Context: an optimization exercise on an open-source flow, tuned for small area, a short achievable clock period and few clock cycles per item. The choices shown serve that exercise and are no tape-out recipe.
Function was checked by simulation only, so behaviour that the tests miss may differ from the original.

run 1:
==> flow/design.v (excerpt) <==
module maze_generator #(
  parameter logic [15:0] DEFAULT_SEED = 16'hACE1
) (
  input  logic         clk,
  input  logic         resetn,
  input  logic         start,
  input  logic [15:0]  seed,
  output logic [624:0] maze,
  output logic         load,
  output logic         busy
);
Size in the first run: ~1900 cells after synthesis, ~360 flip-flops, roughly 18000 µm² of cells after synthesis.
clock: 12.0 ns
lec_check: 0
cap_margin: 20
core_margin: 2
core_utilization: 40
slew_margin: 20
standard.sh (not shown) runs the stock make flow with config.mk's settings and CLKGATE_MAP_FILE= SYNTH_SCRIPT=/design/flow/synth_recipe.tcl, a recipe that flattens the netlist after the stock synthesis.
==> flow/flow/run.sh <==
#!/bin/bash
# The standard layout (the standard.sh: standard synthesis, floorplan,
# placement, CTS, routing) with some ORFS variables set on the make command
# line: port buffers are buf_1 cells, and repair_timing aims for more setup
# slack than the 12 ns constraint needs, so that the achieved period is
# pushed down. All of make's output goes to orfs_make.log; ORFS's own logs
# are under orfs/logs.
set -euo pipefail
bash standard.sh BUFFER_PORTS_ARGS="-buffer_cell sky130_fd_sc_hd__buf_1" SETUP_SLACK_MARGIN=8.0 TNS_END_PERCENT=50 CTS_CLUSTER_SIZE=25 CTS_CLUSTER_DIAMETER=120 CORE_UTILIZATION=55 finish > orfs_make.log 2>&1
Run 1: no failed stages, no open violations at the end
Testbench counts of run 1, summed over its fixed seeds: cycles 11,773, mazes 48.
## Diff of input files: run 2 against run 1
diff --git a/flow/flow/run.sh b/flow/flow/run.sh
--- a/flow/flow/run.sh
+++ b/flow/flow/run.sh
@@ -9 +9 @@
-bash standard.sh BUFFER_PORTS_ARGS="-buffer_cell sky130_fd_sc_hd__buf_1" SETUP_SLACK_MARGIN=8.0 TNS_END_PERCENT=50 CTS_CLUSTER_SIZE=25 CTS_CLUSTER_DIAMETER=120 CORE_UTILIZATION=55 finish > orfs_make.log 2>&1
+bash standard.sh BUFFER_PORTS_ARGS="-buffer_cell sky130_fd_sc_hd__buf_1" SETUP_SLACK_MARGIN=8.0 CTS_CLUSTER_SIZE=20 CTS_CLUSTER_DIAMETER=120 CORE_UTILIZATION=55 finish > orfs_make.log 2>&1
Results
As far as H-tree level count goes, run 1 and run 2 are indistinguishable; the numbers are identical. Final area in run 2 is about 1.6% higher than in run 1. Looking at final cell count, run 2 sits 9 above run 1. When run 2 is measured against run 1, its share of cells above drive strength 1 turns out 2.1 points higher. [run 2 vs run 1] layout-stage area growth over the synthesis result: higher in run 2. Summary of run 2 over run 1: final standard cell utilization of the core shows an increase of 0.94 points; routed wire length on met2 essentially unchanged.
Input changes introduced in run 3 (baseline for comparison: run 2):
diff --git a/flow/flow/run.sh b/flow/flow/run.sh
--- a/flow/flow/run.sh
+++ b/flow/flow/run.sh
@@ -9 +9 @@
-bash standard.sh BUFFER_PORTS_ARGS="-buffer_cell sky130_fd_sc_hd__buf_1" SETUP_SLACK_MARGIN=8.0 CTS_CLUSTER_SIZE=20 CTS_CLUSTER_DIAMETER=120 CORE_UTILIZATION=55 finish > orfs_make.log 2>&1
+bash standard.sh BUFFER_PORTS_ARGS="-buffer_cell sky130_fd_sc_hd__buf_1" SETUP_SLACK_MARGIN=8.0 CTS_CLUSTER_SIZE=25 CTS_CLUSTER_DIAMETER=120 CORE_UTILIZATION=55 PLACE_DENSITY=0.75 finish > orfs_make.log 2>&1
- Of run 3 and run 2, the run reporting the higher critical path's largest stage delay was run 3.
- On register cell area after layout, run 3 and run 2 are basically level.
- Area added between synthesis and finish was lower in the run labelled run 3.
- Run 3 vs. run 2: worst setup slack down 0.031 ns, met3 global-route usage grew by 1.3 points.
- On detailed-route wire length: run 3 sits below run 2.
- Looking only at final area, and setting everything else aside, the lower value of run 3 and run 2 goes to run 3.
Input changes introduced in run 4 (baseline for comparison: run 3):
diff --git a/flow/flow/run.sh b/flow/flow/run.sh
--- a/flow/flow/run.sh
+++ b/flow/flow/run.sh
@@ -9 +9 @@
-bash standard.sh BUFFER_PORTS_ARGS="-buffer_cell sky130_fd_sc_hd__buf_1" SETUP_SLACK_MARGIN=8.0 CTS_CLUSTER_SIZE=25 CTS_CLUSTER_DIAMETER=120 CORE_UTILIZATION=55 PLACE_DENSITY=0.75 finish > orfs_make.log 2>&1
+bash standard.sh BUFFER_PORTS_ARGS="-buffer_cell sky130_fd_sc_hd__buf_1" SETUP_SLACK_MARGIN=8.0 CTS_CLUSTER_SIZE=20 CTS_CLUSTER_DIAMETER=120 finish > orfs_make.log 2>&1
--- outcome ---
- Taking run 3 as the reference, in run 4 number of unique standard cell types used by synthesis roughly the same.
- Run 3 → run 4: met1 track demand over resource in global routing went down 8.4 points; sum of routed wire length over all layers went up about 4%.

========
## north
maze_generator again, from the RTL that the note above started with.
==> flow/config.mk <==
export PLATFORM = sky130hd
export DESIGN_NAME = maze_generator
export DESIGN_NICKNAME = maze_generator
export VERILOG_FILES = /design/flow/design.v
export SDC_FILE = /design/flow/constraint.sdc
export NUM_CORES = 4
export LEC_CHECK = 0
export CAP_MARGIN = 20
export CORE_MARGIN = 2
export CORE_UTILIZATION = 40
export SLEW_MARGIN = 20
==> flow/constraint.sdc <==
create_clock -name core_clock -period 12.0 [get_ports {clk}]
set_input_delay 2.4000 -clock core_clock [delete_from_list [all_inputs] [get_ports {clk}]]
set_output_delay 2.4000 -clock core_clock [all_outputs]
set_load 0.01 [all_outputs]
==> flow/flow/run.sh <==
#!/bin/bash
# The standard layout (the standard.sh: standard synthesis, floorplan,
# placement, CTS, routing) with some ORFS variables set on the make command
# line: port buffers are buf_1 cells, and repair_timing aims for more setup
# slack than the 12 ns constraint needs, so that the achieved period is
# pushed down. All of make's output goes to orfs_make.log; ORFS's own logs
# are under orfs/logs.
set -euo pipefail
bash standard.sh BUFFER_PORTS_ARGS="-buffer_cell sky130_fd_sc_hd__buf_1" SETUP_SLACK_MARGIN=8.0 CTS_CLUSTER_SIZE=25 CTS_CLUSTER_DIAMETER=120 CORE_UTILIZATION=65 finish > orfs_make.log 2>&1
north is listed as incomplete: the tool reported an error in I/O pin placement (3_2_place_iop) and the run ended there.
Testbench counts of north, summed over its fixed seeds: cycles 11,773, mazes 48.
Inputs modified between north and south:
--- a/flow/flow/run.sh
+++ b/flow/flow/run.sh
@@ -7,3 +7,3 @@
 # are under orfs/logs.
 set -euo pipefail
-bash standard.sh BUFFER_PORTS_ARGS="-buffer_cell sky130_fd_sc_hd__buf_1" SETUP_SLACK_MARGIN=8.0 CTS_CLUSTER_SIZE=25 CTS_CLUSTER_DIAMETER=120 CORE_UTILIZATION=65 finish > orfs_make.log 2>&1
+bash standard.sh BUFFER_PORTS_ARGS="-buffer_cell sky130_fd_sc_hd__buf_1" SETUP_SLACK_MARGIN=8.0 CTS_CLUSTER_SIZE=25 CTS_CLUSTER_DIAMETER=120 CORE_UTILIZATION=55 finish > orfs_make.log 2>&1
[summary]
Summary across north and south: the single failing run is north. As the logs show, north stopped at I/O pin placement (3_2_place_iop) after a tool error, so it never reached the end of the flow. Reported for north and south, proportion of synthesized flip-flops having asynchronous set or reset turned out identical to the last digit. Average cell area after synthesis: north vs south, no meaningful difference. The vertical extent of the die reported for south is greater than that of north by about 9%. Synthesized cell count: south vs north identical. Across both runs, number of rows in the core area was higher for south than for north. Comparing north and south, the lower starting density of the core is on south. Reported for north and south, synthesized cell area turned out identical to the last digit.

========
Another version of the RTL of maze_generator (not shown whole).
Size: roughly 2,200 cells after synthesis, ~360 flip-flops.
export LEC_CHECK = 0
export CAP_MARGIN = 20
export CORE_MARGIN = 2
export CORE_UTILIZATION = 40
export SLEW_MARGIN = 20
create_clock -name core_clock -period 12.0 [get_ports {clk}]
==> flow/flow/run.sh <==
#!/bin/bash
# The standard layout with two changes: the port buffers are buf_1 cells, and
# repair_timing aims for more setup slack than the 12 ns constraint needs, so
# that the achieved period is pushed down. Output goes to orfs_make.log.
set -euo pipefail
bash standard.sh BUFFER_PORTS_ARGS="-buffer_cell sky130_fd_sc_hd__buf_1" SETUP_SLACK_MARGIN=7.0 finish > orfs_make.log 2>&1
Testbench counts at the start, summed over its fixed seeds: cycles 11,773, mazes 48.
Next try:
==> flow/run.sh (new file) <==
#!/bin/bash
# synth_recipe.tcl (not shown) runs the flow's synth.tcl, then flattens the netlist and writes it again
# the make line also repeats each setting of config.mk as NAME=value (left out here)
make -C /OpenROAD-flow-scripts/flow DESIGN_CONFIG=/design/flow/config.mk WORK_HOME=/design/flow/orfs CLKGATE_MAP_FILE= SYNTH_SCRIPT=/design/flow/synth_recipe.tcl finish
removed: flow/flow/run.sh
removed: flow/standard.sh
Die area stays the same.
Wire length came out higher by 1.9%.
Via count drops by 2.0%.
Next try:
==> flow/flow/run.sh (new file) <==
#!/bin/bash
# The standard layout with two changes: the port buffers are buf_1 cells, and
# repair_timing aims for more setup slack than the 12 ns constraint needs, so
# that the achieved period is pushed down. Output goes to orfs_make.log.
set -euo pipefail
bash standard.sh BUFFER_PORTS_ARGS="-buffer_cell sky130_fd_sc_hd__buf_1" SETUP_SLACK_MARGIN=8.0 finish > orfs_make.log 2>&1
==> flow/standard.sh (new file) <==
#!/bin/bash
# synth_recipe.tcl (not shown) runs the flow's synth.tcl, then flattens the netlist and writes it again
# the make line also repeats each setting of config.mk as NAME=value (left out here)
make -C /OpenROAD-flow-scripts/flow DESIGN_CONFIG=/design/flow/config.mk WORK_HOME=/design/flow/orfs CLKGATE_MAP_FILE= SYNTH_SCRIPT=/design/flow/synth_recipe.tcl "${@:-finish}"
removed: flow/run.sh
Effect: The changed run completed without violations. Core utilization goes down by 5.8 points. Worst hold slack hardly moves.

## what the ideal ports hide
The flow's constraints put no driver on any port. The routed layouts listed below were extracted and timed again, unchanged, in two steps. Step 1: set_driving_cell puts a clkbuf_16 on clk and a buf_2 on each other input, an assumption about the parent block. Step 2 adds t to the input delays and takes it off the output delays; t is the mean of the earliest and latest rising clock arrival at the registers after step 1. Input paths then give back, and output paths get back, about the clock's delay inside the block. Slacks: no drivers / after step 1 / after step 2; pairs: no drivers / after step 1.
| run | shift t [ns] | setup slack, ns | worst hold slack (ns) | latest minus earliest clock arrival (ns) |
|---|---|---|---|---|
| run 1 | 0.585 | 8.000 / 7.945 / 7.545 | 0.466 / 0.466 / 0.466 | 0.025 / 0.025 |
| run 2 | 0.607 | 8.012 / 7.957 / 7.497 | 0.464 / 0.464 / 0.464 | 0.025 / 0.025 |
| run 3 | 0.588 | 7.981 / 7.927 / 7.686 | 0.464 / 0.464 / 0.464 | 0.038 / 0.038 |
| run 4 | 0.593 | 7.995 / 7.935 / 7.582 | 0.462 / 0.462 / 0.462 | 0.025 / 0.025 |
| south | 0.586 | 7.997 / 7.941 / 7.537 | 0.466 / 0.466 / 0.466 | 0.024 / 0.024 |
| the first run of note 3 | 0.614 | 7.290 / 7.290 / 6.767 | 0.455 / 0.455 / 0.455 | 0.020 / 0.020 |
| the second run of note 3 | 0.613 | 5.967 / 5.967 / 5.967 | 0.458 / 0.458 / 0.458 | 0.023 / 0.023 |
| the third run of note 3 | 0.619 | 8.020 / 7.961 / 7.644 | 0.457 / 0.457 / 0.457 | 0.044 / 0.044 |
After both steps every run listed still meets setup and hold. For the first run of note 3, which loses most, drivers alone change the setup slack by 0.000 ns; drivers and shift together by -0.523 ns.
